This is an optimization exercise on Yosys and OpenROAD, whose aim is small area, a short achievable clock period and few clock cycles per item, not a production implementation. RTL that was checked went through simulation tests only; none was proved equivalent to the original. Function not checked in runs 3 to 5: the RTL went through the layout flow alone.

==> flow/design.v <==
`timescale 1ns / 1ps
module vssm_front (
  input  logic               clk_i,
  input  logic               rst_ni,
  input  logic               push_i,
  input  logic               full_i,
  input  logic [1:0]         kind_i,
  input  logic [2:0]         slot_i,
  input  logic [23:0]        wave_length_i,
  input  logic [15:0]        gain_i,
  input  logic               repeat_req_i,
  input  logic signed [15:0] sample_value_i,
  output logic               cmd_valid_o,
  output logic [1:0]         cmd_kind_o,
  output logic [40:0]        cmd_data_o
);
  localparam logic [1:0] KIND_PLAY = 2'd0;
  logic [7:0]  b_neg, b_one, b_two;
  logic [40:0] data_d;
  always_comb begin
    for (int j = 0; j < 8; j++) begin
      logic b2, b1, b0;
      b2 = sample_value_i[2*j+1];
      b1 = sample_value_i[2*j];
      b0 = (j == 0) ? 1'b0 : sample_value_i[2*j-1];
      b_neg[j] = b2 & ~(b1 & b0);
      b_one[j] = b1 ^ b0;
      b_two[j] = (b2 & ~b1 & ~b0) | (~b2 & b1 & b0);
    end
  end
  assign data_d = (kind_i == KIND_PLAY) ? {wave_length_i, gain_i, repeat_req_i}
                                        : {14'd0, slot_i, b_neg, b_one, b_two};
  always_ff @(posedge clk_i or negedge rst_ni) begin
    if (!rst_ni) begin
      cmd_valid_o <= 1'b0;
    end else if (!full_i) begin
      cmd_valid_o <= push_i;
    end
  end
  always_ff @(posedge clk_i) begin
    if (!full_i) begin
      cmd_kind_o <= kind_i;
      cmd_data_o <= data_d;
    end
  end
endmodule
`timescale 1ns / 1ps
module vssm_back (
  input  logic               clk_i,
  input  logic               rst_ni,
  input  logic               push_i,
  output logic               full_o,
  input  logic               cmd_valid_i,
  input  logic [1:0]         cmd_kind_i,
  input  logic [40:0]        cmd_data_i,
  output logic               empty_o,
  output logic [2:0]         slot_out_o,
  output logic               ok_o,
  output logic [23:0]        next_position_o,
  output logic               voice_active_o,
  output logic signed [23:0] mix_o,
  output logic [3:0]         active_voices_o,
  input  logic               pop_i
);
  localparam logic [1:0] KIND_PLAY   = 2'd0;
  localparam logic [1:0] KIND_STOP   = 2'd1;
  localparam logic [1:0] KIND_SAMPLE = 2'd2;
  localparam logic [1:0] KIND_FRAME  = 2'd3;
  localparam int ResW = 3 + 1 + 24 + 1 + 24 + 4;
  localparam int SpW  = 3 + 1 + 24 + 1 + 4 + 1;
  localparam int MW   = 33;
  logic [23:0] len_q  [8];
  logic [23:0] np_q   [8];    
  logic [15:0] gain_q [8];
  logic [7:0]  rep_q;
  logic [7:0]  on_q;
  logic [7:0]  lnz_q;         
  logic [7:0]  last_q;        
  logic [7:0]  v_sel;         
  logic [2:0]  stk_q  [8];    
  logic [3:0]  act_q;         
  logic signed [23:0] acc_q;
  logic [ResW-1:0] hd_q;
  logic [SpW-1:0]  sp_q;
  logic            empty_q, sp_v_q, full_q;
  logic            adv;       
  assign adv     = !sp_v_q;
  assign full_o  = full_q;
  assign empty_o = empty_q;
  assign {slot_out_o, ok_o, next_position_o, voice_active_o, mix_o, active_voices_o} = hd_q;
  logic        m_v, v_v;
  logic [1:0]  m_kind, v_kind;
  logic [2:0]  m_slot, v_slot;
  logic [40:0] m_data;        
  logic [MW-1:0] v_s, v_c;    
  logic        vs_play_ok, vs_free_it;
  logic [3:0]  act_d;
  logic [2:0]  x_slot, alloc_m;
  logic [15:0] g_eff;
  logic        m_play, fwd_m, fwd_v;
  assign x_slot  = cmd_data_i[26:24];
  assign m_play  = m_v && (m_kind == KIND_PLAY);
  assign alloc_m = vs_play_ok ? stk_q[1] : (vs_free_it ? v_slot : stk_q[0]);
  assign fwd_m   = m_play && !act_d[3] && (alloc_m == x_slot);
  assign fwd_v   = vs_play_ok && (stk_q[0] == x_slot);
  assign g_eff   = fwd_m ? m_data[16:1] : (fwd_v ? v_c[32:17] : gain_q[x_slot]);
  always_ff @(posedge clk_i or negedge rst_ni) begin
    if (!rst_ni) begin
      m_v <= 1'b0;
    end else if (adv) begin
      m_v <= cmd_valid_i;
    end
  end
  always_ff @(posedge clk_i) begin
    if (adv) begin
      m_kind <= cmd_kind_i;
      m_slot <= x_slot;
      m_data <= (cmd_kind_i == KIND_PLAY) ? cmd_data_i : {1'b0, g_eff, cmd_data_i[23:0]};
    end
  end
  logic [15:0]   m_gain;
  logic [7:0]    m_neg, m_one, m_two;
  logic [MW-1:0] row [9];
  assign m_gain = m_data[39:24];
  assign m_neg  = m_data[23:16];
  assign m_one  = m_data[15:8];
  assign m_two  = m_data[7:0];
  always_comb begin
    for (int j = 0; j < 9; j++) row[j] = '0;
    row[8] = MW'(33'h0_5556_2000);
    for (int j = 0; j < 8; j++) begin
      for (int k = 0; k < 17; k++) begin
        row[j][2*j+k] = ((m_one[j] & ((k < 16) ? m_gain[k] : 1'b0)) |
                         (m_two[j] & ((k > 0) ? m_gain[k-1] : 1'b0))) ^ m_neg[j];
      end
      row[j][2*j+17] = ~m_neg[j];
      if (j < 7) row[j+1][2*j] = m_neg[j];
      else       row[8][2*j]   = m_neg[j];
    end
  end
  logic [MW-1:0] s1, c1, s2, c2, s3, c3, s4, c4, s5, c5, s6, c6, ps, pc;
  assign s1 = row[0] ^ row[1] ^ row[2];
  assign c1 = ((row[0] & row[1]) | (row[0] & row[2]) | (row[1] & row[2])) << 1;
  assign s2 = row[3] ^ row[4] ^ row[5];
  assign c2 = ((row[3] & row[4]) | (row[3] & row[5]) | (row[4] & row[5])) << 1;
  assign s3 = row[6] ^ row[7] ^ row[8];
  assign c3 = ((row[6] & row[7]) | (row[6] & row[8]) | (row[7] & row[8])) << 1;
  assign s4 = s1 ^ c1 ^ s2;
  assign c4 = ((s1 & c1) | (s1 & s2) | (c1 & s2)) << 1;
  assign s5 = c2 ^ s3 ^ c3;
  assign c5 = ((c2 & s3) | (c2 & c3) | (s3 & c3)) << 1;
  assign s6 = s4 ^ c4 ^ s5;
  assign c6 = ((s4 & c4) | (s4 & s5) | (c4 & s5)) << 1;
  assign ps = s6 ^ c6 ^ c5;
  assign pc = ((s6 & c6) | (s6 & c5) | (c6 & c5)) << 1;
  always_ff @(posedge clk_i or negedge rst_ni) begin
    if (!rst_ni) begin
      v_v <= 1'b0;
    end else if (adv) begin
      v_v <= m_v;
    end
  end
  always_ff @(posedge clk_i) begin
    if (adv) begin
      v_kind <= m_kind;
      v_slot <= m_slot;
      v_sel  <= 8'b1 << m_slot;
      if (m_kind == KIND_PLAY) begin
        v_s <= {m_data[40:17], 9'd0};
        v_c <= {m_data[16:0], 16'd0};
      end else begin
        v_s <= ps;
        v_c <= pc;
      end
    end
  end
  logic        c_go, is_play, is_stop, is_smp, is_frame, addr_kind;
  logic [2:0]  slot, alloc;
  logic [23:0] len_cur, np_cur, np_inc, new_len;
  logic [15:0] new_gain;
  logic        new_rep;
  logic        rep_cur, hit, len_nz, last, at_end, last2, len_one, last_d;
  logic [7:0]  alloc_sel;
  logic        play_ok, stop_ok, smp_ok, free_it;
  logic [2:0]  r_slot;
  logic        r_ok, r_active;
  logic [23:0] r_pos;
  assign c_go      = v_v && adv;
  assign is_play   = v_v && (v_kind == KIND_PLAY);
  assign is_stop   = v_v && (v_kind == KIND_STOP);
  assign is_smp    = v_v && (v_kind == KIND_SAMPLE);
  assign is_frame  = v_v && (v_kind == KIND_FRAME);
  assign addr_kind = is_stop || is_smp;
  assign slot      = v_slot;
  assign alloc     = stk_q[0];
  assign new_len   = v_s[32:9];
  assign new_gain  = v_c[32:17];
  assign new_rep   = v_c[16];
  always_comb begin
    len_cur = '0;
    np_cur  = '0;
    for (int i = 0; i < 8; i++) begin
      len_cur = len_cur | (len_q[i] & {24{v_sel[i]}});
      np_cur  = np_cur | (np_q[i] & {24{v_sel[i]}});
    end
  end
  assign rep_cur  = |(rep_q & v_sel);
  assign hit      = |(on_q & v_sel);
  assign len_nz   = |(lnz_q & v_sel);
  assign last     = |(last_q & v_sel);
  assign alloc_sel = 8'b1 << alloc;
  assign np_inc   = np_cur + 24'd1;
  assign len_one  = (len_cur == 24'd1);
  always_comb begin
    last2 = np_cur[0] ^ len_cur[0];
    for (int i = 0; i < 23; i++) begin
      last2 = last2 & ((np_cur[i+1] ^ len_cur[i+1]) == (np_cur[i] & ~len_cur[i]));
    end
  end
  assign last_d = at_end ? len_one : last2;
  assign at_end  = !len_nz || last;
  assign play_ok = is_play && !act_q[3];
  assign stop_ok = is_stop && hit;
  assign smp_ok  = is_smp && hit;
  assign free_it = stop_ok || (smp_ok && at_end && !rep_cur);
  assign vs_play_ok = play_ok;
  assign vs_free_it = free_it;
  assign r_ok     = play_ok || stop_ok || smp_ok || is_frame;
  assign r_slot   = play_ok ? alloc : (addr_kind ? slot : 3'd0);
  assign r_pos    = (smp_ok && !at_end) ? np_cur : 24'd0;
  assign r_active = play_ok || (addr_kind && hit && !free_it);
  always_comb begin
    act_d = act_q;
    if (play_ok) begin
      act_d = act_q + 4'd1;
    end else if (free_it) begin
      act_d = act_q - 4'd1;
    end
  end
  always_ff @(posedge clk_i or negedge rst_ni) begin
    if (!rst_ni) begin
      on_q  <= '0;
      act_q <= '0;
      for (int i = 0; i < 8; i++) begin
        stk_q[i] <= 3'(i);
      end
    end else if (c_go) begin
      act_q <= act_d;
      if (play_ok) begin
        on_q <= on_q | alloc_sel;
        for (int i = 0; i < 7; i++) begin
          stk_q[i] <= stk_q[i+1];
        end
      end else if (free_it) begin
        on_q <= on_q & ~v_sel;
        stk_q[0] <= slot;
        for (int i = 1; i < 8; i++) begin
          stk_q[i] <= stk_q[i-1];
        end
      end
    end
  end
  always_ff @(posedge clk_i) begin
    for (int i = 0; i < 8; i++) begin
      if (c_go && play_ok && alloc_sel[i]) begin
        len_q[i]  <= new_len;
        gain_q[i] <= new_gain;
        rep_q[i]  <= new_rep;
        lnz_q[i]  <= (new_len != 24'd0);
        last_q[i] <= (new_len == 24'd1);
        np_q[i]   <= 24'd1;
      end
      if (c_go && is_smp && v_sel[i]) begin
        np_q[i]   <= at_end ? 24'd1 : np_inc;
        last_q[i] <= last_d;
      end
    end
  end
  logic signed [38:0] wide;
  logic signed [24:0] sum;
  logic signed [23:0] sum_sat;
  assign wide    = $signed({acc_q[23], acc_q, 14'd0}) +
                   $signed({{6{~v_s[32]}}, ~v_s[32], v_s[31:0]}) +
                   $signed({6'd0, v_c});
  assign sum     = wide[38:14];
  assign sum_sat = (sum[24] != sum[23]) ? (sum[24] ? 24'sh800000 : 24'sh7FFFFF) : sum[23:0];
  always_ff @(posedge clk_i or negedge rst_ni) begin
    if (!rst_ni) begin
      acc_q <= '0;
    end else if (c_go) begin
      if (is_frame) begin
        acc_q <= '0;
      end else if (smp_ok && len_nz) begin
        acc_q <= sum_sat;
      end
    end
  end
  logic [ResW-1:0] in_word, sp_word, hd_src;
  logic [SpW-1:0]  in_sp;
  logic            wr, hd_v, hd_v_d, sp_v_d;
  assign in_word = {r_slot, r_ok, r_pos, r_active, (is_frame ? acc_q : 24'sd0), act_d};
  assign in_sp   = {r_slot, r_ok, (is_frame ? acc_q : r_pos), r_active, act_d, is_frame};
  assign sp_word = {sp_q[33:30], (sp_q[0] ? 24'd0 : sp_q[29:6]), sp_q[5],
                    (sp_q[0] ? sp_q[29:6] : 24'd0), sp_q[4:1]};
  assign wr      = v_v && adv;
  assign hd_v    = !empty_q;
  assign hd_src  = sp_v_q ? sp_word : in_word;
  always_comb begin
    if (!hd_v) begin
      hd_v_d = wr;
    end else if (pop_i) begin
      hd_v_d = sp_v_q || wr;
    end else begin
      hd_v_d = 1'b1;
    end
    if (sp_v_q) begin
      sp_v_d = !pop_i;
    end else begin
      sp_v_d = hd_v && !pop_i && wr;
    end
  end
  always_ff @(posedge clk_i or negedge rst_ni) begin
    if (!rst_ni) begin
      empty_q <= 1'b1;
      sp_v_q  <= 1'b0;
      full_q  <= 1'b0;
    end else begin
      empty_q <= !hd_v_d;
      sp_v_q  <= sp_v_d;
      full_q  <= (full_q || push_i) && sp_v_d;
    end
  end
  always_ff @(posedge clk_i) begin
    if (!hd_v || pop_i) begin
      hd_q <= hd_src;
    end
    if (!sp_v_q) begin
      sp_q <= in_sp;
    end
  end
endmodule
`timescale 1ns / 1ps
module voice_slot_sample_mixer (
  input  logic                clk_i,
  input  logic                rst_ni,
  input  logic                push,
  output logic                full,
  input  logic [1:0]          kind_i,
  input  logic [2:0]          slot_i,
  input  logic [23:0]         wave_length_i,
  input  logic [15:0]         gain_i,
  input  logic                repeat_req_i,
  input  logic signed [15:0]  sample_value_i,
  output logic                empty,
  input  logic                pop,
  output logic [2:0]          slot_out_o,
  output logic                ok_o,
  output logic [23:0]         next_position_o,
  output logic                voice_active_o,
  output logic signed [23:0]  mix_o,
  output logic [3:0]          active_voices_o
);
  logic        cmd_valid;
  logic [1:0]  cmd_kind;
  logic [40:0] cmd_data;
  vssm_front u_front (
    .clk_i          (clk_i),
    .rst_ni         (rst_ni),
    .push_i         (push),
    .full_i         (full),
    .kind_i         (kind_i),
    .slot_i         (slot_i),
    .wave_length_i  (wave_length_i),
    .gain_i         (gain_i),
    .repeat_req_i   (repeat_req_i),
    .sample_value_i (sample_value_i),
    .cmd_valid_o    (cmd_valid),
    .cmd_kind_o     (cmd_kind),
    .cmd_data_o     (cmd_data)
  );
  vssm_back u_back (
    .clk_i           (clk_i),
    .rst_ni          (rst_ni),
    .push_i          (push),
    .full_o          (full),
    .cmd_valid_i     (cmd_valid),
    .cmd_kind_i      (cmd_kind),
    .cmd_data_i      (cmd_data),
    .empty_o         (empty),
    .slot_out_o      (slot_out_o),
    .ok_o            (ok_o),
    .next_position_o (next_position_o),
    .voice_active_o  (voice_active_o),
    .mix_o           (mix_o),
    .active_voices_o (active_voices_o),
    .pop_i           (pop)
  );
endmodule
==> flow/flow/run.sh <==
#!/bin/bash
set -euo pipefail
bash standard.sh SETUP_SLACK_MARGIN=7.5 MATCH_CELL_FOOTPRINT=0 \
  "BUFFER_PORTS_ARGS=-buffer_cell sky130_fd_sc_hd__buf_4" finish > standard.log 2>&1
==> flow/standard.sh <==
#!/bin/bash
# synth_recipe.tcl (not shown) runs the flow's synth.tcl, then flattens the netlist and writes it again
# the make line also repeats each setting of config.mk as NAME=value (left out here)
make -C /OpenROAD-flow-scripts/flow DESIGN_CONFIG=/design/flow/config.mk WORK_HOME=/design/flow/orfs CLKGATE_MAP_FILE= SYNTH_SCRIPT=/design/flow/synth_recipe.tcl "${@:-finish}"
==> flow/config.mk <==
export PLATFORM = sky130hd
export DESIGN_NAME = voice_slot_sample_mixer
export DESIGN_NICKNAME = voice_slot_sample_mixer
export VERILOG_FILES = /design/flow/design.v
export SDC_FILE = /design/flow/constraint.sdc
export NUM_CORES = 4
export LEC_CHECK = 0
export ABC_CLOCK_PERIOD_IN_PS = 2000
export CAP_MARGIN = 20
export CORE_MARGIN = 2
export CORE_UTILIZATION = 40
export CTS_CLUSTER_DIAMETER = 100
export CTS_CLUSTER_SIZE = 30
export SETUP_SLACK_MARGIN = 0.3
export SLEW_MARGIN = 20
==> flow/constraint.sdc <==
create_clock -name core_clock -period 11.0 [get_ports {clk_i}]
set_input_delay 2.2000 -clock core_clock [delete_from_list [all_inputs] [get_ports {clk_i}]]
set_output_delay 2.2000 -clock core_clock [all_outputs]
set_load 0.01 [all_outputs]
==> metrics.csv, run 1 <==
stage;metric;value;unit
worst_setup_path;crit_type;flip-flop to flip-flop;
worst_setup_path;start_kind;flip-flop;
cts;cts_made_buffers;36;
synthesis;syn_avg_cell_area;13.2;µm²
global_routing;gr-total-overflow;0;
synthesis;yosysSeqAreaShare;60.0;%
floorplan;chipHeight;328;µm
timing;post-route-min-period;3660;ps
timing;final.setup.worst_slack;7340;ps
timing;setup_viol;0;
floorplan;dieArea;108000;µm²
cts;cts-root-buf;clkbuf_16;
worst_hold_path;hold_path_depth;0;
synthesis;syn-cell-area;42100;µm²
worst_setup_path;crit_slowest_cell;edfxtp_1;
cts;cts_hold_buffers;0;
route;vias;27808;
synthesis;ys_types;82;
floorplan;core_area;105000;µm²
synthesis;yosysTopAreaCell;edfxtp_1;
worst_hold_path;hold_path.class;flip-flop to flip-flop;
synthesis;synth.top_cell.area_share;56.1;%
route;wirelength;119000;µm
floorplan;rows;119;
run_status;status;finished clean;
floorplan;ios;125;
placement;dpl-instance-area;44400;µm²
cts;htreeDepth;2;
cts;cts_sinks;852;
finish;drive_gt1_share;20.8;%
worst_setup_path;cp_cell_sequence;clkinv_4 > buf_12 > xnor2_2 > fa_1 > inv_1 > fa_1 > inv_1 > fa_1 > inv_1 > fa_1 > mux2_4;
synthesis;synth_commonest_cells;edfxtp_1 (786), a22oi_1 (330), nor2_1 (271), nand2_1 (220);
timing;fin_tns_setup;0;ps
timing;hold_ws;418;ps
route;drc_errors;0;
route;avgRoutedWirePerCell;24.8;µm
worst_setup_path;cp_max_fo;7;
synthesis;async_flop_share;7.75;%
worst_setup_path;crit_path_end_kind;flip-flop;
timing;worstMarginPinSlew;1130;ps
placement;numPortBuffers;124;
global_routing;grt_antenna_before_repair;0;
floorplan;chipWidth;328;µm
worst_setup_path;cpMostUsedCell;fa_1;
worst_setup_path;critical_path_arrival;4030;ps
timing;fin_crit_sh;33.3;%
floorplan;initial_utilization;40.2;%
finish;diodes;0;
synthesis;synthFlopType;edfxtp_1;
cts;cts_tree;yes;
placement;dpl.hpwl;71200;µm
timing;maxSlewViolCount;0;
route;first_pass_iters;5;
worst_setup_path;crit_path_max_incr_delay;570;ps
worst_setup_path;r2r_cells;11;
run;maxCapViolations;0;
synthesis;synth_edf_count;786;
route;drt_iter0_drc;3023;
route;ant_nets;0;
timing;max_slew_margin;24.9;%
synthesis;yosysMostFrequentCell;edfxtp_1;
worst_setup_path;worstPathRequired;11370;ps
finish;syn2layout_area_growth;14.6;%
global_routing;grt_max_degree;68;
cts;clock_path_buffers;3;
timing;skew;58.6;ps
finish;final_cell_area;48300;µm²
placement;place.gp.congestion;0.875;
synthesis;syn_nets;3486;
finish;nets;3682;
synthesis;yosysWarnings;7;
timing;rsz0062_at_grt;true;
synthesis;synth_cells;3184;
placement;pre_cts_ws;6810;ps
global_routing;grt_first_pass_wirelength;174000;µm
global_routing;grt_pass1_vias;26688;
synthesis;synth_area_leaders;edfxtp_1 (56%), a22oi_1 (5.9%), fa_1 (5.2%);
global_routing;grt_util_all_layers;21.4;%
cts;worstSkewPairLatency;660;ps
synthesis;ys_ff_latch;852;
timing;hold_viol;0;
timing;max_freq;273;MHz
route;vias_per_cell;5.80;
cts;clk_pin_slew;110;ps
sequential cells by signal, indices dropped and copies added, names as in the netlist, 3 cells and up:
signal	flops
u_back.len_q	192
u_back.np_q	192
u_back.gain_q	128
u_back.hd_q	57
u_back.m_data	41
u_front.cmd_data_o	41
u_back.sp_q	34
u_back.v_s	29
u_back.v_c	28
u_back.acc_q	24
u_back.stk_q	24
u_back.last_q	8
u_back.lnz_q	8
u_back.on_q	8
u_back.rep_q	8
u_back.v_sel	8
u_back.act_q	4
u_back.m_slot	3
u_back.v_slot	3
cell families (layout without fill, tap and decap cells):
group	count (synthesis)	count (layout)	share of synthesized area [%]
and+or+nand+nor	738	741	8.32
muxes	118	120	3.36
DFF	852	852	60.0
buffers and inverters	354	572	3.40
xor gates and xnor gates	207	207	4.31
adders and majority gates	236	236	8.96
AOI/OAI and AO/OA	679	679	11.6
cell type report:
| cell class | instances | area (µm²) |
|---|---|---|
| timing repair buffer | 380 | 3310 |
| tap | 1391 | 1740 |
| sequential | 852 | 25300 |
| clock inverter | 11 | 169 |
| fill | 9359 | 56600 |
| multi-input combinational | 1983 | 16300 |
| inverter | 127 | 492 |
| clock buffer | 54 | 968 |
worst paths after layout:
check                                    end                   start  slack (ps)
setup / recovery              u_back.v_s[11]       u_back.m_data[21]        7340
hold / removal             u_back.m_data[20]  u_front.cmd_data_o[20]         420
setup reg to reg              u_back.v_s[11]       u_back.m_data[21]        7340
hold reg to reg            u_back.m_data[20]  u_front.cmd_data_o[20]         420
max in group asynchronous   u_back.acc_q[17]                  rst_ni        8590
min in group asynchronous    u_back.act_q[3]                  rst_ni        1680
critical path, delay by kind of cell, from the launching register on:
family     cells  cell delay [ps]
xor+xnor       1              150
fa+ha+maj      4             1990
buf+inv        5              430
flops          1              570
mux            1              280
layer usage:
| metal | global-route usage (%) | part of all wire (%) | vias to the layer above |
|---|---|---|---|
| li1 | - | - | 12219 |
| met1 | 29.7 | 42 | 14160 |
| met2 | 35.3 | 48 | 1238 |
| met3 | 2.35 | 6.9 | 191 |
| met4 | 6.32 | 3.1 | 0 |
| met5 | 0 | 0 | - |
metrics by stage:
| stage | std cells | utilization, % |
|---|---|---|
| detailed placement | 4534 | 42.4 |
| global placement | 4533 | 42.4 |
| floorplan | 3184 | - |
| finish | 4798 | 46.0 |
| CTS | 4763 | 45.3 |
| global route | 4798 | 46.0 |
placed cells by master, fill, tap and decap left out, types with 13 or more instances in the layout:
cell / instances
edfxtp_1: 786
buf_4: 326
a22oi_1: 290
nor2_1: 262
nand2_1: 217
xnor2_1: 147
ha_1: 114
inv_1: 113
fa_1: 92
o21ai_0: 77
a22o_1: 71
mux2_2: 70
a21oi_1: 54
nand4_1: 44
a22oi_2: 43
xor2_1: 42
clkbuf_16: 40
dfrtp_1: 40
mux2i_1: 32
nor2b_1: 30
and2_1: 28
and4_1: 27
buf_12: 23
a221o_1: 22
a31oi_1: 21
buf_6: 21
nand2b_1: 20
clkbuf_1: 18
and3_1: 17
o21ai_1: 17
a21o_1: 17
fa_2: 17
nand3_1: 16
dfrtp_2: 13
dfstp_2: 13
timing repair:
action	in CTS	in global routing
setup buffers	161	29
gates cloned	3	6
pin swaps	43	47
resized for setup	129	85
setup endpoints to repair	225	102
Testbench counts, summed over its fixed seeds: cycles 12,032, items 12,000.
==> inputs of run 2 (changes only) <==
==> flow/flow/run.sh (replaced) <==
#!/bin/bash
set -euo pipefail
bash standard.sh SETUP_SLACK_MARGIN=7.2 MATCH_CELL_FOOTPRINT=0 \
  "BUFFER_PORTS_ARGS=-buffer_cell sky130_fd_sc_hd__buf_4" finish > standard.log 2>&1
--- a/flow/config.mk
+++ b/flow/config.mk
@@ -9,7 +9,5 @@
 export CAP_MARGIN = 20
 export CORE_MARGIN = 2
 export CORE_UTILIZATION = 40
-export CTS_CLUSTER_DIAMETER = 100
-export CTS_CLUSTER_SIZE = 30
 export SETUP_SLACK_MARGIN = 0.3
 export SLEW_MARGIN = 20
==> run 2 against run 1 <==
Still clean on timing, DRC and antenna. First-iteration DRC count increased by 6.9%. Synthesized cell count unchanged. Area after synthesis is the same. Die area unchanged. Highest routed layer unchanged.
==> metrics.csv, run 2 <==
stage;metric;value;unit;change
run_status;status;finished clean;;
synthesis;synthFlopType;edfxtp_1;;
route;first_pass_iters;6;;+1
timing;maxSlewViolCount;0;;unchanged
finish;reg_top3;u_back.len_q: 192 flops, u_back.np_q: 192 flops, u_back.gain_q: 128 flops;;
worst_setup_path;critical_path_arrival;4260;ps;+230 ps
placement;dpl-instance-area;44400;µm²;-0.11%
placement;place.gp.congestion;0.851;;-2.7%
route;vias;27833;;+0.090%
synthesis;syn-cell-area;42100;µm²;unchanged
global_routing;grt_antenna_before_repair;1;;+1
synthesis;yosysMostFrequentCell;edfxtp_1;;
synthesis;synth.top_cell.area_share;56.1;%;unchanged
finish;fillers;9468;;+1.2%
cts;cts-root-buf;clkbuf_16;;
cts;clock_path_buffers;3;;unchanged
finish;syn2layout_area_growth;15.4;%;
global_routing;grt_util_all_layers;21.9;%;+0.58 points
floorplan;chipWidth;328;µm;unchanged
finish;final_cell_area;48600;µm²;+0.70%
synthesis;ys_ff_latch;852;;unchanged
finish;layout_commonest_cell;edfxtp_1;;
floorplan;rows;119;;unchanged
timing;fin_tns_setup;0;ps;unchanged
global_routing;grt_first_pass_wirelength;178000;µm;+2.5%
cts;worstSkewPairLatency;670;ps;about the same
worst_setup_path;r2r_slack;7280;ps;-60 ps
timing;post-route-min-period;3720;ps;+61.0 ps
timing;rsz0062_at_grt;true;;
cts;cts_made_buffers;89;;+150%
synthesis;yosysTopAreaCell;edfxtp_1;;
timing;hold_ws;417;ps;-1.50 ps
cts;cts_tree;yes;;
finish;post-route-util;46.4;%;+0.32 points
route;vias_per_cell;5.76;;-0.68%
global_routing;gr-total-overflow;0;;unchanged
floorplan;initial_utilization;40.2;%;unchanged
synthesis;synth_commonest_cells;edfxtp_1 (786), a22oi_1 (330), nor2_1 (271), nand2_1 (220);;
synthesis;synth_cells;3184;;unchanged
cts;clk_pin_slew;60;ps;-50 ps
synthesis;synth_area_leaders;edfxtp_1 (56%), a22oi_1 (5.9%), fa_1 (5.2%);;
global_routing;grt_pass1_vias;27222;;+2.0%
timing;hold_viol;0;;unchanged
synthesis;syn_avg_cell_area;13.2;µm²;unchanged
finish;mostFrequentLayoutCells;edfxtp_1 (786), a22oi_1 (329), buf_4 (294);;
finish;drive_gt1_share;17.7;%;-3.0 points
worst_setup_path;crit_path_end_kind;flip-flop;;
cts;cts_sinks;852;;unchanged
route;ant_nets;0;;unchanged
floorplan;chipHeight;328;µm;unchanged
timing;fin_crit_sh;33.8;%;+0.55 points
worst_setup_path;worstPathRequired;11540;ps;+170 ps
run;maxCapViolations;0;;unchanged
finish;nets;3675;;-0.19%
timing;worstMarginPinSlew;1090;ps;-34.8 ps
floorplan;dieArea;108000;µm²;unchanged
timing;max_slew_margin;27.2;%;+2.3 points
timing;setup_viol;0;;unchanged
synthesis;yosysSeqAreaShare;60.0;%;unchanged
finish;diodes;0;;unchanged
worst_setup_path;crit_type;flip-flop to flip-flop;;
floorplan;core_area;105000;µm²;unchanged
worst_setup_path;cp_max_fo;21;;+14
synthesis;synth_edf_count;786;;unchanged
global_routing;grt_max_degree;76;;+12%
route;wirelength;120000;µm;+0.48%
route;drc_errors;0;;unchanged
cts;htreeDepth;3;;+1
route;drt_iter0_drc;3233;;+6.9%
timing;skew;22.6;ps;-36.1 ps
timing;max_freq;269;MHz;-1.6%
synthesis;ys_types;82;;unchanged
placement;dpl.hpwl;72800;µm;+2.2%
floorplan;ios;125;;unchanged
worst_setup_path;start_kind;flip-flop;;
cts;cts_hold_buffers;0;;unchanged
placement;numPortBuffers;124;;unchanged
worst_hold_path;hold_path.class;flip-flop to flip-flop;;
synthesis;syn_nets;3486;;unchanged
route;avgRoutedWirePerCell;24.7;µm;-0.29%
synthesis;async_flop_share;7.75;%;unchanged
synthesis;yosysWarnings;7;;unchanged
## run 2: cell counts after synthesis
Identical to the previous run, type by type.
## run 2: logic make-up after synthesis
group	synth area share, %
AO/OA/AOI/OAI	11.6
adder cells (fa/ha/maj)	8.96
XOR/XNOR	4.31
buffers and inverters	3.40
multiplexers	3.36
AND/OR/NAND/NOR	8.32
flip-flops	60.0
## run 2: area by class of cell
cell class / count / area (µm²) / area share [%]
Sequential cell: 852 / 25300 / 52.0
Timing Repair Buffer: 324 / 2750 / 5.66
Clock inverter: 38 / 277 / 0.569
Clock buffer: 124 / 2430 / 5.00
Multi-Input combinational cell: 1979 / 15600 / 32.2
Tap cell: 1391 / 1740 / 3.58
Inverter: 127 / 489 / 1.01
## run 2: per-stage QoR
step	setup WS, ps	std cells
floorplan	6670	3184
global placement	6190	4530
detailed placement	6440	4530
CTS	7200	4790
global route	7140	4835
finish	7280	4835
## run 2: routing by layer
metal	GRT usage [%]	share of wire (%)
met1	30.6	43
met2	35.1	46
met3	2.79	6.7
met4	8.32	4.0
met5	0	0
## run 2: path summary, 6_finish.rpt
check / from / to / depth (start not counted)
worst max-delay path: u_back.v_s[9] / u_back.acc_q[8] / 11
worst min-delay path: u_front.cmd_data_o[13] / u_back.m_data[13] / 0
worst max register to register: u_back.v_s[9] / u_back.acc_q[8] / 11
worst min register to register: u_front.cmd_data_o[13] / u_back.m_data[13] / 0
max in group asynchronous: rst_ni / u_back.acc_q[13] / 1
min in group asynchronous: rst_ni / u_back.act_q[1] / 1
## run 2: what timing repair did
action                     in CTS  in global routing
setup endpoints to repair     187                 79
setup buffers                  98                 44
pin swaps                       1                  4
cloned                          0                  1
resized for setup              30                 26
## run 2: worst max-delay path, cell delays in order (launching register included)
cell and delay (ps):
edfxtp_1 590, ha_1 380, ha_1 300, nand4_1 130, o22ai_1 110, o311a_1 410, a211oi_4 370, o211a_1 290
o21bai_4 90, mux2_4 400, and2_4 240, a221o_1 280
==> inputs of run 3 (changes only) <==
--- a/flow/design.v
+++ b/flow/design.v
@@ -1,46 +1,19 @@
 `timescale 1ns / 1ps
 module vssm_front (
-  input  logic               clk_i,
-  input  logic               rst_ni,
-  input  logic               push_i,
-  input  logic               full_i,
-  input  logic [1:0]         kind_i,
-  input  logic [2:0]         slot_i,
-  input  logic [23:0]        wave_length_i,
-  input  logic [15:0]        gain_i,
-  input  logic               repeat_req_i,
   input  logic signed [15:0] sample_value_i,
-  output logic               cmd_valid_o,
-  output logic [1:0]         cmd_kind_o,
-  output logic [40:0]        cmd_data_o
+  output logic [7:0]         neg_o,
+  output logic [7:0]         one_o,
+  output logic [7:0]         two_o
 );
-  localparam logic [1:0] KIND_PLAY = 2'd0;
-  logic [7:0]  b_neg, b_one, b_two;
-  logic [40:0] data_d;
   always_comb begin
     for (int j = 0; j < 8; j++) begin
       logic b2, b1, b0;
       b2 = sample_value_i[2*j+1];
       b1 = sample_value_i[2*j];
       b0 = (j == 0) ? 1'b0 : sample_value_i[2*j-1];
-      b_neg[j] = b2 & ~(b1 & b0);
-      b_one[j] = b1 ^ b0;
-      b_two[j] = (b2 & ~b1 & ~b0) | (~b2 & b1 & b0);
-    end
-  end
-  assign data_d = (kind_i == KIND_PLAY) ? {wave_length_i, gain_i, repeat_req_i}
-                                        : {14'd0, slot_i, b_neg, b_one, b_two};
-  always_ff @(posedge clk_i or negedge rst_ni) begin
-    if (!rst_ni) begin
-      cmd_valid_o <= 1'b0;
-    end else if (!full_i) begin
-      cmd_valid_o <= push_i;
-    end
-  end
-  always_ff @(posedge clk_i) begin
-    if (!full_i) begin
-      cmd_kind_o <= kind_i;
-      cmd_data_o <= data_d;
+      neg_o[j] = b2 & ~(b1 & b0);
+      one_o[j] = b1 ^ b0;
+      two_o[j] = (b2 & ~b1 & ~b0) | (~b2 & b1 & b0);
     end
   end
 endmodule
@@ -50,9 +23,14 @@
   input  logic               rst_ni,
   input  logic               push_i,
   output logic               full_o,
-  input  logic               cmd_valid_i,
-  input  logic [1:0]         cmd_kind_i,
-  input  logic [40:0]        cmd_data_i,
+  input  logic [1:0]         kind_i,
+  input  logic [2:0]         slot_i,
+  input  logic [23:0]        wave_length_i,
+  input  logic [15:0]        gain_i,
+  input  logic               repeat_req_i,
+  input  logic [7:0]         smp_neg_i,
+  input  logic [7:0]         smp_one_i,
+  input  logic [7:0]         smp_two_i,
   output logic               empty_o,
   output logic [2:0]         slot_out_o,
   output logic               ok_o,
@@ -98,7 +76,7 @@
   logic [2:0]  x_slot, alloc_m;
   logic [15:0] g_eff;
   logic        m_play, fwd_m, fwd_v;
-  assign x_slot  = cmd_data_i[26:24];
+  assign x_slot  = slot_i;
   assign m_play  = m_v && (m_kind == KIND_PLAY);
   assign alloc_m = vs_play_ok ? stk_q[1] : (vs_free_it ? v_slot : stk_q[0]);
   assign fwd_m   = m_play && !act_d[3] && (alloc_m == x_slot);
@@ -107,15 +85,16 @@
   always_ff @(posedge clk_i or negedge rst_ni) begin
     if (!rst_ni) begin
       m_v <= 1'b0;
-    end else if (adv) begin
-      m_v <= cmd_valid_i;
+    end else if (!full_q) begin
+      m_v <= push_i;
     end
   end
   always_ff @(posedge clk_i) begin
-    if (adv) begin
-      m_kind <= cmd_kind_i;
+    if (!full_q) begin
+      m_kind <= kind_i;
       m_slot <= x_slot;
-      m_data <= (cmd_kind_i == KIND_PLAY) ? cmd_data_i : {1'b0, g_eff, cmd_data_i[23:0]};
+      m_data <= (kind_i == KIND_PLAY) ? {wave_length_i, gain_i, repeat_req_i}
+                                      : {1'b0, g_eff, smp_neg_i, smp_one_i, smp_two_i};
     end
   end
   logic [15:0]   m_gain;
@@ -360,32 +339,26 @@
   output logic signed [23:0]  mix_o,
   output logic [3:0]          active_voices_o
 );
-  logic        cmd_valid;
-  logic [1:0]  cmd_kind;
-  logic [40:0] cmd_data;
+  logic [7:0] smp_neg, smp_one, smp_two;
   vssm_front u_front (
-    .clk_i          (clk_i),
-    .rst_ni         (rst_ni),
-    .push_i         (push),
-    .full_i         (full),
-    .kind_i         (kind_i),
-    .slot_i         (slot_i),
-    .wave_length_i  (wave_length_i),
-    .gain_i         (gain_i),
-    .repeat_req_i   (repeat_req_i),
     .sample_value_i (sample_value_i),
-    .cmd_valid_o    (cmd_valid),
-    .cmd_kind_o     (cmd_kind),
-    .cmd_data_o     (cmd_data)
+    .neg_o          (smp_neg),
+    .one_o          (smp_one),
+    .two_o          (smp_two)
   );
   vssm_back u_back (
     .clk_i           (clk_i),
     .rst_ni          (rst_ni),
     .push_i          (push),
     .full_o          (full),
-    .cmd_valid_i     (cmd_valid),
-    .cmd_kind_i      (cmd_kind),
-    .cmd_data_i      (cmd_data),
+    .kind_i          (kind_i),
+    .slot_i          (slot_i),
+    .wave_length_i   (wave_length_i),
+    .gain_i          (gain_i),
+    .repeat_req_i    (repeat_req_i),
+    .smp_neg_i       (smp_neg),
+    .smp_one_i       (smp_one),
+    .smp_two_i       (smp_two),
     .empty_o         (empty),
     .slot_out_o      (slot_out_o),
     .ok_o            (ok_o),
==> flow/flow/run.sh (replaced) <==
#!/bin/bash
set -euo pipefail
bash standard.sh SETUP_SLACK_MARGIN=7.5 MATCH_CELL_FOOTPRINT=0 \
  "BUFFER_PORTS_ARGS=-buffer_cell sky130_fd_sc_hd__buf_4" finish > standard.log 2>&1
==> run 3 against run 2 <==
Flip-flop and latch count shrank 44. Register-to-register slack is essentially flat. Still clean on timing, DRC and antenna. Setup slack lost 4.8 ps. Utilization grew 2.8 points. First-iteration DRC count grew 5.9%. Area after synthesis shrank 3.4%. Via count grew 3.1%. Final cell count grew 0.93%. Highest routed layer is now met5. Clock-buffer cell count shrank 12. Die area shrank 3.3%.
==> metrics.csv, run 3 <==
stage;metric;value;unit;change
worst_setup_path;crit_slowest_cell;fa_2;;
floorplan;dieArea;104000;µm²;-3.3%
placement;dpl.hpwl;74700;µm;+2.6%
synthesis;yosysWarnings;7;;unchanged
timing;skew;28.2;ps;+5.67 ps
finish;nets;3754;;+2.1%
floorplan;core_area;100000;µm²;-4.2%
worst_setup_path;crit_path_max_incr_delay;580;ps;about the same
route;avgRoutedWirePerCell;26.4;µm;+6.6%
placement;place.gp.congestion;0.862;;+1.3%
finish;final_cell_area;49400;µm²;+1.7%
worst_setup_path;cp_max_fo;6;;-71%
route;first_pass_iters;5;;-1
timing;hold_ws;485;ps;+68.2 ps
worst_setup_path;crit_type;flip-flop to flip-flop;;
worst_setup_path;r2r_slack;7270;ps;about the same
route;wl_met2;59800;µm;+7.9%
timing;post-route-min-period;3730;ps;+4.77 ps
timing;hold_viol;0;;unchanged
cts;htreeDepth;3;;unchanged
route;met3_length;11300;µm;+41%
timing;setup_viol;0;;unchanged
placement;dpl-instance-area;43100;µm²;-2.9%
timing;fin_tns_setup;0;ps;unchanged
timing;worstMarginPinSlew;1010;ps;-82.4 ps
route;top_layer_used;met5;;
worst_setup_path;r2r_cells;10;;-1
worst_setup_path;cp_top_family;adder cells;;
worst_hold_path;holdPathEnd;u_back.stk_q[6][1];;
synthesis;syn_nets;3472;;-0.40%
timing;max_freq;268;MHz;-0.13%
floorplan;initial_utilization;40.5;%;+0.34 points
finish;layout_commonest_cell;edfxtp_1;;
timing;max_slew_margin;32.7;%;+5.5 points
finish;drive_gt1_share;24.0;%;+6.2 points
global_routing;gr-total-overflow;0;;unchanged
worst_setup_path;r2r-start;u_back.m_data[21];;
floorplan;ios;125;;unchanged
route;vias;28686;;+3.1%
timing;rsz0062_at_grt;true;;
floorplan;chipWidth;323;µm;-1.7%
floorplan;rows;116;;-2.5%
global_routing;grt_max_degree;73;;-3.9%
synthesis;ys_ff_latch;808;;-5.2%
cts;worstSkewPairLatency;650;ps;-20 ps
worst_setup_path;cp_cell_sequence;clkinv_4 > buf_12 > buf_4 > xnor2_2 > fa_2 > fa_2 > fa_1 > inv_1 > fa_1 > mux2_4;;
run_status;status;finished clean;;
route;drt_iter0_drc;3424;;+5.9%
worst_setup_path;start_kind;flip-flop;;
synthesis;ys_types;75;;-8.5%
cts;cts_made_buffers;85;;-4.5%
route;drc_errors;0;;unchanged
cts;clk_pin_slew;60;ps;about the same
synthesis;synthFlopType;edfxtp_1;;
finish;diodes;0;;unchanged
route;ant_nets;0;;unchanged
synthesis;synth_edf_count;743;;-5.5%
worst_setup_path;worstPathRequired;11390;ps;-150 ps
synthesis;synth_commonest_cells;edfxtp_1 (743), a22oi_1 (323), nor2_1 (262), nand2_1 (256), clkbuf_1 (164);;
synthesis;async_flop_share;8.04;%;+0.30 points
finish;reg_top3;u_back.len_q: 192 flops, u_back.np_q: 192 flops, u_back.gain_q: 128 flops;;
global_routing;grt_pass1_vias;27698;;+1.7%
global_routing;grt_first_pass_wirelength;183000;µm;+2.8%
run;maxCapViolations;0;;unchanged
worst_setup_path;r2r-end;u_back.v_s[19];;
worst_setup_path;worst-path-buf-inv;4;;+4
global_routing;grt_util_all_layers;23.7;%;+1.8 points
synthesis;yosysSeqAreaShare;58.9;%;-1.1 points
synthesis;yosysTopAreaCell;edfxtp_1;;
floorplan;chipHeight;323;µm;-1.7%
worst_hold_path;hold_path.class;flip-flop to flip-flop;;
timing;maxSlewViolCount;0;;unchanged
cts;cts-root-buf;clkbuf_16;;
worst_hold_path;hold_path_depth;2;;+2
synthesis;syn_avg_cell_area;12.8;µm²;-3.0%
synthesis;syn-cell-area;40700;µm²;-3.4%
route;vias_per_cell;5.88;;+2.1%
synthesis;yosysMostFrequentCell;edfxtp_1;;
cts;cts_sinks;808;;-5.2%
route;wirelength;129000;µm;+7.6%
worst_setup_path;crit_path_end_kind;flip-flop;;
finish;fillers;8772;;-7.4%
cts;clock_path_buffers;3;;unchanged
synthesis;synth_area_leaders;edfxtp_1 (55%), a22oi_1 (6.0%), fa_1 (5.4%);;
cts;cts_hold_buffers;0;;unchanged
route;wl_met1;53000;µm;+3.0%
global_routing;grt_antenna_before_repair;2;;+1
synthesis;synth_cells;3170;;-0.44%
finish;syn2layout_area_growth;21.5;%;
placement;numPortBuffers;124;;unchanged
synthesis;synth.top_cell.area_share;54.8;%;-1.2 points
finish;mostFrequentLayoutCells;edfxtp_1 (743), buf_4 (338), a22oi_1 (289);;
finish;post-route-util;49.2;%;+2.8 points
cts;cts_tree;yes;;
timing;fin_crit_sh;33.9;%;+0.043 points
worst_setup_path;critical_path_arrival;4120;ps;-140 ps
worst_hold_path;min_from;u_back.stk_q[7][1];;
run 3: cell count changes after synthesis, moves of 13 or more:
cell	before	now
a221o_1	22	0
edfxtp_1	786	743
o22ai_1	4	17
xnor2_1	162	147
nor3_1	14	32
nand2_1	220	256
o21ai_0	80	95
and2_1	29	13
run 3: layout make-up:
| cell class | instances | area, µm² | area share (%) |
|---|---|---|---|
| clock buffers | 112 | 2370 | 4.80 |
| multi-input cells | 2007 | 16500 | 33.3 |
| inverters | 135 | 531 | 1.07 |
| flip-flops and latches | 808 | 24000 | 48.5 |
| well taps | 1357 | 1700 | 3.44 |
| repair buffers | 415 | 3940 | 7.97 |
| clock inverters | 46 | 463 | 0.937 |
run 3: worst max-delay path by stage:
stage	from	endpoint	depth (start not counted)
3_5_place_dp	slot_i[0]	u_back.m_data[37]	6
3_3_place_gp	slot_i[0]	u_back.m_data[28]	6
4_1_cts	u_back.v_c[19]	u_back.acc_q[17]	11
6_report	u_back.m_data[21]	u_back.v_s[19]	10
2_1_floorplan	u_back.v_kind[1]	u_back.last_q[7]	5
5_1_grt	u_back.v_c[20]	u_back.acc_q[17]	11
run 3: tightest hold or removal path, stage by stage (launching register included):
cell,delay (ps)
dfstp_2,360
nand2_1,50
a31oi_1,70
run 3: logic make-up after synthesis:
logic type      Yosys count  synth area share [%]
flops                   808                  58.9
simple gates            771                  8.85
xor+xnor                200                  4.32
buf+inv                 358                  3.41
mux                     110                  3.28
fa+ha+maj               236                  9.27
compound gates          687                  12.0
run 3: repair_timing:
| action | 4_1_cts | 5_1_grt |
|---|---|---|
| pin swaps | 48 | 45 |
| gates cloned | 10 | 6 |
| endpoints found under the setup margin | 293 | 231 |
| gates resized for setup | 138 | 122 |
| setup buffers | 162 | 61 |
run 3: through the flow:
| step | setup slack, ps | instances |
|---|---|---|
| 2_1_floorplan | 7150 | 3170 |
| 3_3_place_gp | 6420 | 4483 |
| 3_5_place_dp | 6390 | 4483 |
| 4_1_cts | 7310 | 4813 |
| 5_1_grt | 7240 | 4880 |
| 6_report | 7270 | 4880 |
run 3: per-layer routing:
metal / global-route usage (%) / up-vias
met1: 32.9 / 14448
met5: 0 / -
met3: 3.71 / 262
met2: 38.1 / 1593
li1: - / 12379
met4: 7.65 / 4
==> inputs of run 4 (changes only) <==
--- a/flow/design.v
+++ b/flow/design.v
@@ -81,7 +81,7 @@
   assign alloc_m = vs_play_ok ? stk_q[1] : (vs_free_it ? v_slot : stk_q[0]);
   assign fwd_m   = m_play && !act_d[3] && (alloc_m == x_slot);
   assign fwd_v   = vs_play_ok && (stk_q[0] == x_slot);
-  assign g_eff   = fwd_m ? m_data[16:1] : (fwd_v ? v_c[32:17] : gain_q[x_slot]);
+  assign g_eff   = fwd_m ? m_data[16:1] : (fwd_v ? v_s[16:1] : gain_q[x_slot]);
   always_ff @(posedge clk_i or negedge rst_ni) begin
     if (!rst_ni) begin
       m_v <= 1'b0;
@@ -97,22 +97,24 @@
                                       : {1'b0, g_eff, smp_neg_i, smp_one_i, smp_two_i};
     end
   end
+  logic          m_pl;
   logic [15:0]   m_gain;
   logic [7:0]    m_neg, m_one, m_two;
   logic [MW-1:0] row [9];
+  assign m_pl   = (m_kind == KIND_PLAY);
   assign m_gain = m_data[39:24];
-  assign m_neg  = m_data[23:16];
-  assign m_one  = m_data[15:8];
-  assign m_two  = m_data[7:0];
+  assign m_neg  = m_data[23:16] & {8{~m_pl}};
+  assign m_one  = m_data[15:8] & {8{~m_pl}};
+  assign m_two  = m_data[7:0] & {8{~m_pl}};
   always_comb begin
     for (int j = 0; j < 9; j++) row[j] = '0;
-    row[8] = MW'(33'h0_5556_2000);
+    row[8] = MW'(33'h0_5556_2000) & {MW{~m_pl}};
     for (int j = 0; j < 8; j++) begin
       for (int k = 0; k < 17; k++) begin
         row[j][2*j+k] = ((m_one[j] & ((k < 16) ? m_gain[k] : 1'b0)) |
                          (m_two[j] & ((k > 0) ? m_gain[k-1] : 1'b0))) ^ m_neg[j];
       end
-      row[j][2*j+17] = ~m_neg[j];
+      row[j][2*j+17] = ~(m_neg[j] | m_pl);
       if (j < 7) row[j+1][2*j] = m_neg[j];
       else       row[8][2*j]   = m_neg[j];
     end
@@ -127,7 +129,7 @@
   assign s4 = s1 ^ c1 ^ s2;
   assign c4 = ((s1 & c1) | (s1 & s2) | (c1 & s2)) << 1;
   assign s5 = c2 ^ s3 ^ c3;
-  assign c5 = ((c2 & s3) | (c2 & c3) | (s3 & c3)) << 1;
+  assign c5 = (((c2 & s3) | (c2 & c3) | (s3 & c3)) << 1) | (m_data[32:0] & {MW{m_pl}});
   assign s6 = s4 ^ c4 ^ s5;
   assign c6 = ((s4 & c4) | (s4 & s5) | (c4 & s5)) << 1;
   assign ps = s6 ^ c6 ^ c5;
@@ -143,14 +145,9 @@
     if (adv) begin
       v_kind <= m_kind;
       v_slot <= m_slot;
-      v_sel  <= 8'b1 << m_slot;
-      if (m_kind == KIND_PLAY) begin
-        v_s <= {m_data[40:17], 9'd0};
-        v_c <= {m_data[16:0], 16'd0};
-      end else begin
-        v_s <= ps;
-        v_c <= pc;
-      end
+      v_sel  <= m_pl ? m_data[40:33] : (8'b1 << m_slot);
+      v_s    <= ps;
+      v_c    <= pc;
     end
   end
   logic        c_go, is_play, is_stop, is_smp, is_frame, addr_kind;
@@ -172,9 +169,9 @@
   assign addr_kind = is_stop || is_smp;
   assign slot      = v_slot;
   assign alloc     = stk_q[0];
-  assign new_len   = v_s[32:9];
-  assign new_gain  = v_c[32:17];
-  assign new_rep   = v_c[16];
+  assign new_len   = {v_sel, v_s[32:17]};
+  assign new_gain  = v_s[16:1];
+  assign new_rep   = v_s[0];
   always_comb begin
     len_cur = '0;
     np_cur  = '0;
==> run 4 against run 3 <==
Synthesized cell count rose by 1.6%. Clock skew rose by 9.8 ps. Critical path depth rose by 2. Worst hold slack got worse by 31 ps. Via count fell by 1.6%. Area after synthesis rose by 1.5%. Utilization fell by 0.44 points. Routed wire length fell by 5.6%. First-iteration DRC count fell by 12%. Register-to-register slack got worse by 40 ps. Flip-flop and latch count rose by 8. Non-clock buffer count did not move. Critical endpoint is now u_back.acc_q[3].
==> metrics.csv, run 4 <==
stage;metric;value;unit;change
synthesis;synth_edf_count;751;;+1.1%
floorplan;chipWidth;325;µm;+0.74%
worst_setup_path;worst-path-buf-inv;1;;-3
synthesis;synth.top_cell.area_share;54.6;%;-0.23 points
worst_hold_path;hold_path.class;flip-flop to flip-flop;;
cts;cts_sinks;816;;+0.99%
timing;hold_viol;0;;unchanged
floorplan;rows;117;;+0.86%
cts;cts_tree;yes;;
placement;pre_cts_ws;6140;ps;-242 ps
worst_setup_path;cp_top_family;compound AO/OA/AOI/OAI gates;;
cts;htreeDepth;3;;unchanged
finish;drive_gt1_share;20.8;%;-3.2 points
route;first_pass_iters;5;;unchanged
cts;clock_path_buffers;3;;unchanged
route;avgRoutedWirePerCell;24.6;µm;-6.6%
worst_setup_path;crit_type;flip-flop to flip-flop;;
cts;cts_made_buffers;87;;+2.4%
run_status;status;finished clean;;
synthesis;syn_nets;3540;;+2.0%
floorplan;dieArea;106000;µm²;+1.5%
global_routing;grt_util_all_layers;21.9;%;-1.8 points
synthesis;yosysSeqAreaShare;58.6;%;-0.29 points
finish;diodes;0;;unchanged
global_routing;grt_antenna_before_repair;0;;-2
global_routing;grt_pass1_vias;27590;;-0.39%
route;ant_nets;0;;unchanged
worst_setup_path;start_kind;flip-flop;;
cts;clk_pin_slew;60;ps;about the same
worst_setup_path;crit_slowest_cell;fa_1;;
timing;max_freq;265;MHz;-1.1%
cts;worstSkewPairLatency;650;ps;about the same
timing;maxSlewViolCount;0;;unchanged
synthesis;yosysWarnings;7;;unchanged
finish;nets;3818;;+1.7%
route;wirelength;122000;µm;-5.6%
finish;syn2layout_area_growth;20.5;%;
finish;layout_commonest_cell;edfxtp_1;;
worst_setup_path;cp_cell_sequence;fa_1 > ha_4 > nand4_1 > or3_4 > a211o_4 > and3_4 > o211ai_1 > a21oi_2 > xor2_4 > a21oi_4 > buf_12 > a221o_1;;
floorplan;core_area;102000;µm²;+1.6%
placement;dpl.hpwl;71000;µm;-5.0%
synthesis;syn-cell-area;41300;µm²;+1.5%
worst_setup_path;crit_path_end_kind;flip-flop;;
timing;post-route-min-period;3770;ps;+41.5 ps
synthesis;yosysMostFrequentCell;edfxtp_1;;
cts;cts-root-buf;clkbuf_16;;
synthesis;synth_commonest_cells;edfxtp_1 (751), nor2_1 (348), a22oi_1 (326), nand2_1 (264), clkbuf_1 (165);;
floorplan;chipHeight;325;µm;+0.74%
route;vias;28221;;-1.6%
worst_setup_path;critical_path_arrival;4280;ps;+160 ps
placement;numPortBuffers;124;;unchanged
worst_setup_path;worstPathRequired;11510;ps;+120 ps
timing;final.setup.worst_slack;7230;ps;-41.5 ps
timing;max_slew_margin;29.0;%;-3.7 points
global_routing;gr-total-overflow;0;;unchanged
finish;final_cells;4936;;+1.1%
synthesis;ys_ff_latch;816;;+0.99%
route;drc_errors;0;;unchanged
worst_setup_path;crit_path_max_incr_delay;530;ps;-50 ps
synthesis;async_flop_share;7.97;%;-0.079 points
synthesis;syn_avg_cell_area;12.8;µm²;about the same
synthesis;synth_cells;3220;;+1.6%
global_routing;grt_max_degree;74;;+1.4%
global_routing;grt_first_pass_wirelength;177000;µm;-3.7%
synthesis;ys_types;75;;unchanged
floorplan;ios;125;;unchanged
synthesis;synthFlopType;edfxtp_1;;
placement;place.gp.congestion;0.846;;-1.8%
timing;hold_ws;454;ps;-31.5 ps
synthesis;yosysTopAreaCell;edfxtp_1;;
timing;skew;38.0;ps;+9.77 ps
run;maxCapViolations;0;;unchanged
timing;rsz0062_at_grt;true;;
synthesis;synth_area_leaders;edfxtp_1 (55%), fa_1 (6.0%), a22oi_1 (5.9%);;
route;drt_iter0_drc;3007;;-12%
finish;mostFrequentLayoutCells;edfxtp_1 (751), nor2_1 (340), buf_4 (333);;
timing;fin_tns_setup;0;ps;unchanged
route;vias_per_cell;5.72;;-2.7%
finish;reg_top3;u_back.len_q: 192 flops, u_back.np_q: 192 flops, u_back.gain_q: 128 flops;;
timing;worstMarginPinSlew;1070;ps;+56.0 ps
floorplan;initial_utilization;40.5;%;about the same
timing;fin_crit_sh;34.3;%;+0.38 points
timing;setup_viol;0;;unchanged
placement;dp_cells;4548;;+1.4%
worst_setup_path;cp_max_fo;11;;+5
## run 4: cell types whose count changed after synthesis, moves of 11 or more
| cell | delta |
|---|---|
| o22ai_1 | -12 |
| nor2b_1 | -20 |
| xor2_1 | +46 |
| a21oi_1 | +22 |
| a221o_1 | +23 |
| xnor2_1 | -33 |
| o21ai_0 | -47 |
| nor3_1 | -18 |
| nor2_1 | +86 |
| mux2_2 | -50 |
| mux2i_1 | +11 |
| fa_1 | +15 |
## run 4: cell type report
cell class                      count  area, µm²
Fill cell                        8874      52300
Sequential cell                   816      24200
Multi-Input combinational cell   2049      16400
Timing Repair Buffer              415       4110
Clock buffer                      111       2400
Tap cell                         1368       1710
Inverter                          127        513
Clock inverter                     48        422
Timing Repair inverter              2       22.5
## run 4: path summary, 6_finish.rpt
| check | startpoint | to | slack, ps | depth (start not counted) |
|---|---|---|---|---|
| worst max register to register | u_back.acc_q[9] | u_back.acc_q[3] | 7230 | 12 |
| worst max-delay path | u_back.acc_q[9] | u_back.acc_q[3] | 7230 | 12 |
| worst min-delay path | u_back.m_kind[0] | u_back.v_kind[0] | 450 | 0 |
| worst min register to register | u_back.m_kind[0] | u_back.v_kind[0] | 450 | 0 |
| max in group asynchronous | rst_ni | u_back.acc_q[3] | 8670 | 1 |
| min in group asynchronous | rst_ni | u_back.acc_q[21] | 1680 | 1 |
## run 4: what timing repair did
action,in CTS,in global routing
cloned,7,14
buffers inserted,163,45
pin swaps,21,46
resized for setup,111,103
endpoints found under the setup margin,711,204
hold buffers,0,0
## run 4: cells by family after synthesis
logic type | synth area share, %
xor gates and xnor gates | 4.50
DFF | 58.6
buffers and inverters | 3.46
AOI/OAI and AO/OA | 11.9
muxes | 2.68
and+or+nand+nor | 8.86
adders and majority gates | 9.98
## run 4: through the flow
stage / cell area (µm²) / utilization [%]
floorplan: 41600 / -
global placement: 43700 / 42.8
detailed placement: 43700 / 42.8
CTS: 48600 / 47.7
global route: 49700 / 48.8
finish: 49700 / 48.8
## run 4: routing by layer
metal  up-vias  part of all wire, %  GRT usage [%]
met1     14276                   42           29.9
met2      1185                   48           36.3
met4         0                  3.3           6.72
met5         -                    0              0
met3       257                  6.7           2.97
li1      12503                    -              -
==> inputs of run 5 (changes only) <==
--- a/flow/config.mk
+++ b/flow/config.mk
@@ -9,5 +9,7 @@
 export CAP_MARGIN = 20
 export CORE_MARGIN = 2
 export CORE_UTILIZATION = 40
+export CTS_CLUSTER_DIAMETER = 100
+export CTS_CLUSTER_SIZE = 30
 export SETUP_SLACK_MARGIN = 0.3
 export SLEW_MARGIN = 20
==> run 5 against run 4 <==
Non-clock buffer count grew 19. Worst hold slack improved by 24 ps. Sequential share of layout area rose by 1.3 points. Setup slack lost 42 ps. Via count down 0.75%. Utilization down 1.3 points. Die area stayed put.
==> metrics.csv, run 5 <==
stage;metric;value;unit;change
synthesis;synth.top_cell.area_share;54.6;%;unchanged
synthesis;ys_types;75;;unchanged
finish;mostFrequentLayoutCells;edfxtp_1 (751), buf_4 (342), nor2_1 (339);;
cts;cts_made_buffers;37;;-57%
worst_setup_path;crit_path_end_kind;flip-flop;;
synthesis;synth_cells;3220;;unchanged
timing;rsz0062_at_grt;true;;
cts;cts_tree;yes;;
placement;pre_cts_ws;6140;ps;unchanged
floorplan;rows;117;;unchanged
synthesis;yosysSeqAreaShare;58.6;%;unchanged
finish;multiInputGateArea;16400;µm²;about the same
global_routing;grt_max_degree;74;;unchanged
synthesis;yosysTopAreaCell;edfxtp_1;;
placement;dpl-instance-area;43700;µm²;unchanged
global_routing;grt_antenna_before_repair;1;;+1
synthesis;synth_area_leaders;edfxtp_1 (55%), fa_1 (6.0%), a22oi_1 (5.9%);;
route;avgRoutedWirePerCell;25.1;µm;+1.8%
floorplan;core_area;102000;µm²;unchanged
finish;final_cell_area;48400;µm²;-2.7%
worst_setup_path;crit_path_max_incr_delay;530;ps;about the same
worst_setup_path;cp_max_fo;11;;unchanged
floorplan;ios;125;;unchanged
synthesis;yosysWarnings;7;;unchanged
synthesis;synth_edf_count;751;;unchanged
cts;htreeDepth;2;;-1
placement;numPortBuffers;124;;unchanged
finish;fillers;9011;;+1.5%
placement;dpl.hpwl;71000;µm;unchanged
cts;cts-root-buf;clkbuf_16;;
synthesis;async_flop_share;7.97;%;unchanged
cts;cts_sinks;816;;unchanged
run;maxCapViolations;0;;unchanged
timing;fin_crit_sh;34.6;%;+0.38 points
global_routing;grt_pass1_vias;27050;;-2.0%
finish;drive_gt1_share;19.9;%;-0.83 points
synthesis;synthFlopType;edfxtp_1;;
worst_setup_path;worstPathRequired;11530;ps;+20 ps
cts;cts_hold_buffers;0;;unchanged
timing;final.setup.worst_slack;7190;ps;-41.8 ps
synthesis;syn-cell-area;41300;µm²;unchanged
worst_setup_path;crit_slowest_cell;fa_1;;
worst_setup_path;cp_top_family;compound AO/OA/AOI/OAI gates;;
finish;diodes;0;;unchanged
worst_setup_path;critical_path_arrival;4340;ps;+60 ps
global_routing;grt_first_pass_wirelength;175000;µm;-0.82%
worst_setup_path;worst-path-buf-inv;2;;+1
route;first_pass_iters;6;;+1
synthesis;yosysMostFrequentCell;edfxtp_1;;
finish;layout_commonest_cell;edfxtp_1;;
route;ant_nets;0;;unchanged
synthesis;synth_commonest_cells;edfxtp_1 (751), nor2_1 (348), a22oi_1 (326), nand2_1 (264), clkbuf_1 (165);;
floorplan;chipHeight;325;µm;unchanged
synthesis;ys_ff_latch;816;;unchanged
finish;reg_top3;u_back.len_q: 192 flops, u_back.np_q: 192 flops, u_back.gain_q: 128 flops;;
floorplan;chipWidth;325;µm;unchanged
cts;clock_path_buffers;3;;unchanged
worst_setup_path;cpMostUsedCell;buf_12;;
timing;setup_viol;0;;unchanged
worst_setup_path;cp_cell_sequence;fa_1 > ha_4 > nand4_1 > or3_4 > a211o_4 > and3_4 > o211ai_1 > a21oi_2 > xor2_4 > buf_12 > a21oi_4 > buf_12 > a221o_1;;
worst_setup_path;start_kind;flip-flop;;
route;drt_iter0_drc;3019;;+0.40%
timing;maxSlewViolCount;0;;unchanged
timing;max_slew_margin;30.7;%;+1.8 points
synthesis;syn_avg_cell_area;12.8;µm²;unchanged
timing;skew;51.4;ps;+13.4 ps
global_routing;gr-total-overflow;0;;unchanged
timing;post-route-min-period;3810;ps;+41.8 ps
timing;hold_viol;0;;unchanged
route;wirelength;122000;µm;+0.13%
run_status;status;finished clean;;
synthesis;syn_nets;3540;;unchanged
route;drc_errors;0;;unchanged
timing;worstMarginPinSlew;1040;ps;-26.7 ps
timing;fin_tns_setup;0;ps;unchanged
worst_hold_path;hold_path.class;flip-flop to flip-flop;;
worst_setup_path;crit_type;flip-flop to flip-flop;;
cts;clk_pin_slew;110;ps;+50 ps
placement;place.gp.congestion;0.846;;unchanged
global_routing;grt_util_all_layers;21.7;%;-0.20 points
route;vias_per_cell;5.77;;+0.94%
finish;ff_latch_area;24200;µm²;about the same
floorplan;dieArea;106000;µm²;unchanged
route;vias;28008;;-0.75%
cts;worstSkewPairLatency;640;ps;about the same
finish;syn2layout_area_growth;17.2;%;
finish;nets;3787;;-0.81%
floorplan;initial_utilization;40.5;%;unchanged
timing;max_freq;263;MHz;-1.1%
timing;hold_ws;477;ps;+23.8 ps
[run 5: through the flow]
step	utilization (%)	cells
finish	47.4	4853
global route	47.4	4853
CTS	46.0	4775
floorplan	-	3220
detailed placement	42.8	4548
global placement	42.8	4548
[run 5: cells by family (layout without fill, tap and decap cells)]
family	count (synthesis)	in the layout	share of synthesized area [%]
XOR/XNOR	212	212	4.50
adder cells (fa/ha/maj)	255	255	9.98
multiplexers	81	81	2.68
AND/OR/NAND/NOR	822	822	8.86
AO/OA/AOI/OAI	677	678	11.9
flip-flops	816	816	58.6
buffers and inverters	357	621	3.46
[run 5: worst paths after layout]
check                                 start          endpoint  slack (ps)  cells after the start
hold / removal             u_back.m_kind[1]  u_back.v_kind[1]         480                      0
setup reg to reg            u_back.acc_q[8]   u_back.acc_q[8]        7190                     13
setup / recovery            u_back.acc_q[8]   u_back.acc_q[8]        7190                     13
max in group asynchronous            rst_ni   u_back.acc_q[3]        8680                      1
min in group asynchronous            rst_ni  u_back.acc_q[21]        1670                      1
hold reg to reg            u_back.m_kind[1]  u_back.v_kind[1]         480                      0
[run 5: worst reg2reg max path: stages (launching register included)]
cell      delay (ps)
dfrtp_2          450
fa_1             530
ha_4             290
nand4_1          170
or3_4            440
a211o_4          310
and3_4           190
o211ai_1         210
a21oi_2          140
xor2_4           300
buf_12           150
a21oi_4           60
buf_12           160
a221o_1          300
[run 5: layout make-up]
class	instances	share of cell area [%]
Multi-Input combinational cell	2048	33.8
Inverter	127	1.06
Clock inverter	11	0.393
Timing Repair Buffer	434	9.14
Tap cell	1368	3.54
Clock buffer	46	1.98
Timing Repair inverter	3	0.0698
Sequential cell	816	50.0
[run 5: repair_timing]
item                       CTS  global route
gates resized for setup    111           121
setup endpoints to repair  713           204
cloned                       8            19
buffers inserted           162            59
pin swaps                   23            73
[run 5: metal layers]
metal	share of wire (%)	routed length [µm]	up-vias	GRT usage, %
met4	3.2	3870	2	6.09
met1	41	50400	14184	29.9
met2	48	58400	1248	36.1
met3	7.4	8990	203	2.62
li1	-	-	12371	-
met5	0.015	18	-	0

[separate check: timing with driven ports]
No port has a modelled driver above. Below, the same layouts with a new extraction and two added sets of constraints.
Step 1: set_driving_cell puts a clkbuf_16 on clk_i and a buf_2 on each other input, an assumption about the parent block.
Step 2, shift: input delay + t, output delay - t, t = (earliest + latest rising clock arrival at the registers) / 2. This alone moves slack from input paths to output paths.
a / b / c = no drivers / after step 1 / after step 2; a / b = the first two.
run | t, ns | slack for setup (ns) | hold WS [ns] | worst setup path after step 2 | latest minus earliest clock arrival (ns)
run 1 | 0.699 | 7.340 / 7.340 / 7.340 | 0.418 / 0.418 / 0.418 | register to register | 0.059 / 0.058
run 2 | 0.727 | 7.279 / 7.279 / 7.279 | 0.417 / 0.417 / 0.417 | register to register | 0.026 / 0.026
run 3 | 0.711 | 7.274 / 7.274 / 6.951 | 0.485 / 0.485 / 0.485 | input to register | 0.030 / 0.030
run 4 | 0.706 | 7.232 / 7.232 / 6.731 | 0.454 / 0.454 / 0.454 | input to register | 0.039 / 0.040
run 5 | 0.682 | 7.191 / 7.191 / 6.763 | 0.477 / 0.477 / 0.477 | input to register | 0.056 / 0.056
After both steps setup and hold are still met in every run listed. For run 4, which loses most, drivers alone change the setup slack by 0.000 ns; drivers and shift together by -0.501 ns.
